Context: an optimization exercise on an open-source flow, tuned for small area, a short achievable clock period and few clock cycles. The choices shown serve that exercise and are no tape-out recipe.
In this exercise RTL edits were held to simulation tests only and were not proved equivalent to the original.
Power figures rest on the tool's default switching activity, not on a simulated workload.

$ cat design/flow/run.sh
#!/bin/bash
# synth_recipe.tcl (not shown) runs the flow's synth.tcl, then flattens the netlist and writes it again
# the make line also repeats each setting of config.mk as NAME=value (left out here)
make -C /OpenROAD-flow-scripts/flow DESIGN_CONFIG=/design/flow/config.mk WORK_HOME=/design/flow/orfs CLKGATE_MAP_FILE= SYNTH_SCRIPT=/design/flow/synth_recipe.tcl finish
$ cat design/flow/config.mk
export PLATFORM = sky130hd
export DESIGN_NAME = k_subset_cover_search
export DESIGN_NICKNAME = k_subset_cover_search
export VERILOG_FILES = /design/flow/design.v
export SDC_FILE = /design/flow/constraint.sdc
export NUM_CORES = 4
export LEC_CHECK = 0
export CAP_MARGIN = 20
export CORE_MARGIN = 2
export CORE_UTILIZATION = 40
export SLEW_MARGIN = 20
$ cat design/flow/constraint.sdc
create_clock -name core_clock -period 6.5 [get_ports {clock}]
set_input_delay 1.3000 -clock core_clock [delete_from_list [all_inputs] [get_ports {clock}]]
set_output_delay 1.3000 -clock core_clock [all_outputs]
set_load 0.01 [all_outputs]
$ cat design/flow/design.v
package kscs_pkg;
   localparam int MAX_ENTRIES = 32;                         
   localparam int COVER_BITS  = 32;                         
   localparam int POS_W       = $clog2(MAX_ENTRIES);        
   localparam int CNT_W       = $clog2(MAX_ENTRIES + 1);    
   localparam int STACK_DEPTH = MAX_ENTRIES - 1;            
   localparam int PROFILE_W   = 32;                         
   localparam int REG_W       = 7;                          
   localparam int CSR_IDX_W   = 2;
   localparam int ENTRY_W     = POS_W + COVER_BITS;          
   localparam logic [CSR_IDX_W-1:0] REG_SUBSET_SIZE = CSR_IDX_W'(0);
   localparam logic [CSR_IDX_W-1:0] REG_COVER_WIDTH = CSR_IDX_W'(1);
   localparam logic KIND_LOAD   = 1'b0;
   localparam logic KIND_SEARCH = 1'b1;
   typedef struct packed {
      logic [POS_W-1:0]      pos;
      logic [COVER_BITS-1:0] cov;
   } entry_type;
   typedef struct packed {
      logic push;
      logic pop;
   } stack_op_type;
endpackage
module kscs_cell (
   input  logic                          clock,
   input  logic                          op_push,
   input  logic                          op_pop,
   input  logic [kscs_pkg::ENTRY_W-1:0]  up_entry,
   input  logic [kscs_pkg::ENTRY_W-1:0]  down_entry,
   output logic [kscs_pkg::ENTRY_W-1:0]  entry
);
   logic [kscs_pkg::ENTRY_W-1:0] entry_ff;
   logic [kscs_pkg::ENTRY_W-1:0] entry_in;
   always_comb begin
      entry_in = entry_ff;
      if (op_push) begin
         entry_in = up_entry;
      end else if (op_pop) begin
         entry_in = down_entry;
      end
   end
   always_ff @(posedge clock) begin
      entry_ff <= entry_in;
   end
   assign entry = entry_ff;
endmodule
module k_subset_cover_search (
   input  logic                              clock,
   input  logic                              reset,
   input  logic                              start,
   output logic                              busy,
   input  logic                              req_kind,
   input  logic                              req_start_new,
   input  logic [kscs_pkg::PROFILE_W-1:0]    req_profile_word,
   output logic                              rsp_strobe,
   output logic                              rsp_found,
   output logic [kscs_pkg::PROFILE_W-1:0]    rsp_chosen_mask,
   input  logic                              csr_we,
   input  logic [kscs_pkg::CSR_IDX_W-1:0]    csr_index,
   input  logic [kscs_pkg::REG_W-1:0]        csr_wdata
);
   typedef enum logic [1:0] {
      ST_IDLE,
      ST_PLACE,    
      ST_BACK      
   } state_type;
   logic [kscs_pkg::REG_W-1:0] subset_size_ff, subset_size_in;
   logic [kscs_pkg::REG_W-1:0] cover_width_ff, cover_width_in;
   logic [kscs_pkg::CNT_W-1:0] count_ff, count_in;
   logic load_accept;
   logic search_accept;
   logic list_full;
   logic mem_we;
   logic [kscs_pkg::POS_W-1:0] mem_waddr;
   assign load_accept   = start & ~busy & (req_kind == kscs_pkg::KIND_LOAD);
   assign search_accept = start & ~busy & (req_kind == kscs_pkg::KIND_SEARCH);
   assign list_full     = (count_ff == kscs_pkg::CNT_W'(kscs_pkg::MAX_ENTRIES));
   assign mem_we    = load_accept & (req_start_new | ~list_full);
   assign mem_waddr = req_start_new ? '0 : count_ff[kscs_pkg::POS_W-1:0];
   always_comb begin
      subset_size_in = subset_size_ff;
      cover_width_in = cover_width_ff;
      count_in       = count_ff;
      if (csr_we && csr_index == kscs_pkg::REG_SUBSET_SIZE) begin
         subset_size_in = csr_wdata;
      end
      if (csr_we && csr_index == kscs_pkg::REG_COVER_WIDTH) begin
         cover_width_in = csr_wdata;
      end
      if (load_accept) begin
         if (req_start_new) begin
            count_in = kscs_pkg::CNT_W'(1);
         end else if (!list_full) begin
            count_in = count_ff + 1'b1;
         end
      end
   end
   always_ff @(posedge clock) begin
      if (reset) begin
         subset_size_ff <= kscs_pkg::REG_W'(1);
         cover_width_ff <= kscs_pkg::REG_W'(64);
         count_ff       <= '0;
      end else begin
         subset_size_ff <= subset_size_in;
         cover_width_ff <= cover_width_in;
         count_ff       <= count_in;
      end
   end
   logic [kscs_pkg::COVER_BITS-1:0] profile_mem [kscs_pkg::MAX_ENTRIES];
   logic [kscs_pkg::COVER_BITS-1:0] rdata_ff;
   logic [kscs_pkg::POS_W-1:0]      rd_addr;
   always_ff @(posedge clock) begin
      if (mem_we) begin
         profile_mem[mem_waddr] <= req_profile_word[kscs_pkg::COVER_BITS-1:0];
      end
   end
   always_ff @(posedge clock) begin
      rdata_ff <= profile_mem[rd_addr];
   end
   logic [kscs_pkg::REG_W-1:0]      w_calc;
   logic [kscs_pkg::REG_W-1:0]      k_sw;
   logic [kscs_pkg::REG_W-1:0]      k_all;
   logic [kscs_pkg::CNT_W-1:0]      k_calc;
   logic [kscs_pkg::COVER_BITS-1:0] target_calc;
   assign w_calc = (cover_width_ff > kscs_pkg::REG_W'(kscs_pkg::COVER_BITS)) ?
                   kscs_pkg::REG_W'(kscs_pkg::COVER_BITS) : cover_width_ff;
   assign k_sw   = (subset_size_ff < w_calc) ? subset_size_ff : w_calc;
   assign k_all  = (k_sw < kscs_pkg::REG_W'(count_ff)) ? k_sw : kscs_pkg::REG_W'(count_ff);
   assign k_calc = k_all[kscs_pkg::CNT_W-1:0];    
   for (genvar gi = 0; gi < kscs_pkg::COVER_BITS; gi++) begin : g_target
      assign target_calc[gi] = (kscs_pkg::REG_W'(gi) < w_calc);
   end
   kscs_pkg::stack_op_type stack_op;
   kscs_pkg::entry_type    push_entry;
   logic [kscs_pkg::ENTRY_W-1:0] stack_q [kscs_pkg::STACK_DEPTH];
   kscs_pkg::entry_type    stack_top;
   for (genvar gc = 0; gc < kscs_pkg::STACK_DEPTH; gc++) begin : g_cell
      logic [kscs_pkg::ENTRY_W-1:0] up_entry;
      logic [kscs_pkg::ENTRY_W-1:0] down_entry;
      if (gc == 0) begin : g_head
         assign up_entry = push_entry;
      end else begin : g_mid_up
         assign up_entry = stack_q[gc-1];
      end
      if (gc == kscs_pkg::STACK_DEPTH - 1) begin : g_tail
         assign down_entry = '0;
      end else begin : g_mid_down
         assign down_entry = stack_q[gc+1];
      end
      kscs_cell u_cell (
         .clock      (clock),
         .op_push    (stack_op.push),
         .op_pop     (stack_op.pop),
         .up_entry   (up_entry),
         .down_entry (down_entry),
         .entry      (stack_q[gc])
      );
   end
   assign stack_top = stack_q[0];
   state_type                       state_ff, state_in;
   logic [kscs_pkg::POS_W-1:0]      slot_ff, slot_in;       
   logic [kscs_pkg::POS_W-1:0]      cand_ff, cand_in;       
   logic [kscs_pkg::CNT_W-1:0]      k_ff, k_in;
   logic [kscs_pkg::COVER_BITS-1:0] target_ff, target_in;
   logic [kscs_pkg::MAX_ENTRIES-1:0] mask_ff, mask_in;      
   logic                            rsp_strobe_ff, rsp_strobe_in;
   logic                            rsp_found_ff, rsp_found_in;
   logic [kscs_pkg::MAX_ENTRIES-1:0] rsp_mask_ff, rsp_mask_in;
   logic [kscs_pkg::COVER_BITS-1:0]  new_cov;
   logic                             last_slot;
   logic                             hit;
   logic [kscs_pkg::CNT_W-1:0]       cand_next;
   logic [kscs_pkg::CNT_W-1:0]       back_next;
   logic [kscs_pkg::POS_W-1:0]       slot_dec;
   logic [kscs_pkg::MAX_ENTRIES-1:0] cand_onehot;
   logic [kscs_pkg::MAX_ENTRIES-1:0] top_onehot;
   function automatic logic fits(input logic [kscs_pkg::CNT_W-1:0] nc,
                                 input logic [kscs_pkg::POS_W-1:0] slot,
                                 input logic [kscs_pkg::CNT_W-1:0] k,
                                 input logic [kscs_pkg::CNT_W-1:0] n);
      fits = (({1'b0, nc} + {1'b0, k}) <= ({1'b0, n} + {2'b00, slot}));
   endfunction
   assign new_cov   = ((slot_ff == '0) ? '0 : stack_top.cov) | rdata_ff;
   assign last_slot = (kscs_pkg::CNT_W'(slot_ff) + 1'b1) == k_ff;
   assign hit       = (new_cov & target_ff) == target_ff;
   assign cand_next = kscs_pkg::CNT_W'(cand_ff) + 1'b1;
   assign back_next = kscs_pkg::CNT_W'(stack_top.pos) + 1'b1;
   assign slot_dec  = slot_ff - 1'b1;
   for (genvar gm = 0; gm < kscs_pkg::MAX_ENTRIES; gm++) begin : g_onehot
      assign cand_onehot[gm] = (cand_ff == kscs_pkg::POS_W'(gm));
      assign top_onehot[gm]  = (stack_top.pos == kscs_pkg::POS_W'(gm));
   end
   always_comb begin
      state_in       = state_ff;
      slot_in        = slot_ff;
      cand_in        = cand_ff;
      k_in           = k_ff;
      target_in      = target_ff;
      mask_in        = mask_ff;
      rsp_strobe_in  = 1'b0;
      rsp_found_in   = rsp_found_ff;
      rsp_mask_in    = rsp_mask_ff;
      rd_addr        = cand_ff;
      stack_op       = '0;
      push_entry.pos = cand_ff;
      push_entry.cov = new_cov;
      case (state_ff)
         ST_IDLE: begin
            if (search_accept) begin
               k_in      = k_calc;
               target_in = target_calc;
               mask_in   = '0;
               slot_in   = '0;
               cand_in   = '0;
               rd_addr   = '0;
               if (k_calc == '0) begin
                  rsp_strobe_in = 1'b1;
                  rsp_found_in  = 1'b0;
                  rsp_mask_in   = '0;
               end else begin
                  state_in = ST_PLACE;
               end
            end
         end
         ST_PLACE: begin
            if (last_slot) begin
               if (hit) begin
                  rsp_strobe_in = 1'b1;
                  rsp_found_in  = 1'b1;
                  rsp_mask_in   = mask_ff | cand_onehot;
                  state_in      = ST_IDLE;
               end else if (fits(cand_next, slot_ff, k_ff, count_ff)) begin
                  cand_in = cand_next[kscs_pkg::POS_W-1:0];
                  rd_addr = cand_next[kscs_pkg::POS_W-1:0];
               end else begin
                  state_in = ST_BACK;
               end
            end else begin
               stack_op.push = 1'b1;
               mask_in       = mask_ff | cand_onehot;
               slot_in       = slot_ff + 1'b1;
               cand_in       = cand_next[kscs_pkg::POS_W-1:0];
               rd_addr       = cand_next[kscs_pkg::POS_W-1:0];
            end
         end
         ST_BACK: begin
            if (slot_ff == '0) begin
               rsp_strobe_in = 1'b1;
               rsp_found_in  = 1'b0;
               rsp_mask_in   = '0;
               state_in      = ST_IDLE;
            end else begin
               stack_op.pop = 1'b1;
               mask_in      = mask_ff & ~top_onehot;
               slot_in      = slot_dec;
               if (fits(back_next, slot_dec, k_ff, count_ff)) begin
                  cand_in  = back_next[kscs_pkg::POS_W-1:0];
                  rd_addr  = back_next[kscs_pkg::POS_W-1:0];
                  state_in = ST_PLACE;
               end
            end
         end
         default: begin
            state_in = ST_IDLE;
         end
      endcase
   end
   always_ff @(posedge clock) begin
      if (reset) begin
         state_ff      <= ST_IDLE;
         rsp_strobe_ff <= 1'b0;
      end else begin
         state_ff      <= state_in;
         rsp_strobe_ff <= rsp_strobe_in;
         slot_ff       <= slot_in;
         cand_ff       <= cand_in;
         k_ff          <= k_in;
         target_ff     <= target_in;
         mask_ff       <= mask_in;
         rsp_found_ff  <= rsp_found_in;
         rsp_mask_ff   <= rsp_mask_in;
      end
   end
   assign busy            = (state_ff != ST_IDLE);
   assign rsp_strobe      = rsp_strobe_ff;
   assign rsp_found       = rsp_found_ff;
   assign rsp_chosen_mask = kscs_pkg::PROFILE_W'(rsp_mask_ff);
endmodule
==> summary.txt <==
worst max path at each step:
| stage | slack, ps | depth (start not counted) | from | end |
|---|---|---|---|---|
| final | 460 | 17 | slot_ff[0] | rdata_ff[8] |
| after global placement | 510 | 17 | slot_ff[0] | rdata_ff[25] |
| after floorplan | -6250 | 12 | slot_ff[0] | rsp_found_ff |
| after global routing | 80 | 17 | slot_ff[0] | rdata_ff[28] |
| after detailed placement | 440 | 17 | slot_ff[0] | rdata_ff[22] |
| after CTS | 520 | 17 | slot_ff[0] | rdata_ff[8] |
where the power goes:
part,leakage (nW),switching (mW),internal (mW)
combinational,11.2,6.24,5.28
sequential,21.2,1.23,20.0
clock,3.71,5.77,7.42
total,36.2,13.2,32.7
cell usage in the layout (no fill, tap or decap), types with 12 or more instances in the layout:
master	synthesis	final
o22ai_1	32	32
clkinv_16	0	12
o211a_1	32	31
a21oi_1	91	90
ha_1	69	66
a21o_1	18	17
inv_1	58	56
nand2b_1	40	40
mux2i_1	311	311
clkbuf_1	202	55
bufinv_16	0	15
o21ai_0	119	119
nor3_1	19	15
mux4_2	124	124
nand3_1	26	26
xor2_1	12	12
clkinv_2	0	46
edfxtp_1	2284	2284
o21a_1	32	32
nor2_1	237	202
buf_4	10	88
clkdlybuf4s50_1	0	77
nand2_1	129	127
clkinv_1	0	59
nand4_1	35	35
clkbuf_16	0	236
xnor2_1	16	16
mux2_2	1073	1073
a22oi_1	95	95
nor2_4	0	33
buf_12	0	27
o32ai_1	31	31
dfxtp_1	55	55
and3_1	45	45
critical path: stages (launching register included):
cell and delay [ps]:
edfxtp_1 570, inv_4 80, ha_4 190, or4b_2 210, buf_4 520, a21oi_1 210, a2111oi_0 800, buf_4 220
and4_1 370, and2_4 310, o21ai_1 130, a2111oi_4 700, inv_4 350, nand2_1 450, buf_4 330, o32ai_1 120
o21ai_0 200, nand4_1 110
final cells by class:
class	instances	area [sq um]
Tap cell	3185	3990
Multi-Input combinational cell	2696	25700
Clock inverter	143	1380
Fill cell	20643	131000
Sequential cell	2339	69700
Timing Repair Buffer	199	2040
Clock buffer	301	6250
Antenna cell	10	25.0
Inverter	61	241
cell usage after synthesis (26+ instances only):
master | instances | area, sq um
and3_1 | 45 | 282
ha_1 | 69 | 863
edfxtp_1 | 2284 | 68600
o22ai_1 | 32 | 200
clkbuf_1 | 202 | 758
buf_2 | 55 | 275
mux2i_1 | 311 | 3110
o21a_1 | 32 | 240
o32ai_1 | 31 | 272
nand2_1 | 129 | 484
a22oi_1 | 95 | 713
nand4_1 | 35 | 219
o21ai_0 | 119 | 596
a21oi_1 | 91 | 455
mux4_2 | 124 | 2790
dfxtp_1 | 55 | 1100
inv_1 | 58 | 218
nand3_1 | 26 | 130
nand2b_1 | 40 | 250
o211a_1 | 32 | 320
mux2_2 | 1073 | 12100
nor2_1 | 237 | 890
layer usage:
layer / routed length, um / global-route usage / vias up
met5: 68 / 0 / -
met1: 87300 / 0.218 / 24449
li1: - / - / 21703
met2: 97700 / 0.266 / 1166
met3: 12000 / 0.0317 / 351
met4: 5900 / 0.0541 / 10
flip-flops by register name (all words and copies together) (netlist names):
register,cells
g_cell.u_cell.entry_ff,1147
profile_mem,1024
mask_ff,32
rdata_ff,32
rsp_mask_ff,32
target_ff,32
cover_width_ff,7
subset_size_ff,7
count_ff,6
k_ff,6
cand_ff,5
slot_ff,5
state_ff,2
rsp_found_ff,1
rsp_strobe_ff,1
through the flow:
stage	util	hold slack, ps	setup TNS, ps
after floorplan	-	461	-696850
after global placement	0.423	487	0
after detailed placement	0.423	486	0
after CTS	0.455	505	0
after global routing	0.455	524	0
final	0.455	504	0
cells by family (layout without fill, tap and decap cells):
group,after synthesis,after routing,synth area share
AOI/OAI and AO/OA,516,516,0.0364
xor gates and xnor gates,28,28,0.00254
DFF,2339,2339,0.722
buffers and inverters,349,704,0.0151
other,1,11,0.0000389
muxes,1508,1508,0.186
and+or+nand+nor,570,570,0.0273
adders and majority gates,73,73,0.00978
==> flow_summary.json <==
{
  "drc": 0,
  "setup_violations": 0,
  "gp_congestion": 0.824,
  "syn_nets": 5504,
  "rows": 180,
  "power.total_mw": 45.9,
  "via_count": 47679,
  "maxSlewViolCount": 0,
  "timing.rr.start": "slot_ff[0]",
  "grt_pass1_vias": 47786,
  "vdd_ir_drop_max_v": 0.000295,
  "dp_worst_setup_slack_ps": 443,
  "core-area_sq_um": 240000,
  "cts_tree": "built",
  "route.antenna.remaining_nets": 0,
  "clk_pin_slew_worst_paths_ps": 70,
  "cts_resized": 0,
  "wl_mm": 203,
  "crit_path_end_kind": "flop",
  "port_buffers": 81,
  "hold_buffers": 0,
  "die_h_um": 495,
  "start_util": 0.402,
  "period_needed_ps": 6040,
  "holdPathEnd": "cover_width_ff[6]",
  "outcome": "complete, no violations",
  "final_layout_size_suffix_gt1_frac": 0.300,
  "max_clock_freq_ghz": 0.166,
  "dpl.hpwl_mm": 118,
  "grt_antenna_before_repair": 21,
  "rr_worst_depth": 17,
  "min_from": "cover_width_ff[6]",
  "synthFlopType": "edfxtp_1",
  "synthCells": 5384,
  "syn_to_final_growth_pct": 13.3,
  "clk_latency_ps": 930,
  "cts_setup_buffers": 0,
  "critical_path_peak_fanout": 59,
  "place_area_sq_um": 102000,
  "cellPowerDensity_nw_per_um2": 420,
  "worst_slack_ps": 460,
  "firstDrtPassIters": 6,
  "final.period_utilization": 0.929,
  "syn_avg_cell_area_sq_um": 17.9,
  "pin_count": 82,
  "die_width_um": 495,
  "place_inst": 8479,
  "synth_edf_count": 2284,
  "startpoint_type": "flop",
  "avgRoutedWirePerCell_um": 22.7,
  "fin_skew_ps": 107,
  "worst_ep_arrival_time_ps": 6760,
  "finish.net_count": 5653,
  "rsz0062_at_grt": "false",
  "tightest_slew_ps": 1160,
  "cts_root_buffer": "clkbuf_16",
  "vias_per_cell": 5.34,
  "clockBufferDepth": 3,
  "cp.required_ps": 7220,
  "final_area_sq_um": 109000,
  "synth_area_sq_um": 96500,
  "grt_usage": 0.162,
  "holdPathStages": 2,
  "ys_seq_elements": 2339,
  "ff2ff_setup_slack_ps": 460,
  "overflow": 0,
  "synth_seq_area_share": 0.722,
  "grt_max_degree": 218,
  "yosysWarnings": 3,
  "dr.first_iter.drc_count": 4526,
  "hold_path_class": "reg2reg",
  "final_cells": 8934,
  "path_class": "reg2reg",
  "cap_violations": 0,
  "grt_pass1_wl_mm": 303,
  "hold_viol_final": 0,
  "cts.sinks": 2339,
  "p_leak_nw": 36.2,
  "slew_headroom": 0.225,
  "synth-async-reset-ratio": 0,
  "timing.rr.end": "rdata_ff[8]",
  "dieArea_sq_um": 245000,
  "cts_made_buffers": 236,
  "htreeDepth": 4,
  "synth_cell_types": 77
}
Testbench counts, summed over its fixed seeds: cycles 510,468.

port drivers added, routing unchanged:
The results above use ideal ports. As a check the final layout listed here was re-extracted and re-timed, cells and wires unchanged. Step 1 sets driving cells, clkbuf_16 on the clock port and buf_2 on the other inputs (assumed; they add their load-dependent delay and slew). Step 2 also shifts input and output timing later by t, the mid clock arrival at the registers, as if the neighbouring blocks saw the same clock. Slacks: ideal / step 1 / step 2; pairs: ideal / step 1.
t (ns): 0.952
setup WS [ns]: 0.460 / 0.460 / 0.460
worst setup path after step 2: register to register
After both steps this run still meets setup and hold. The setup slack of this run moves by 0.000 ns with the drivers and by 0.000 ns with both steps.
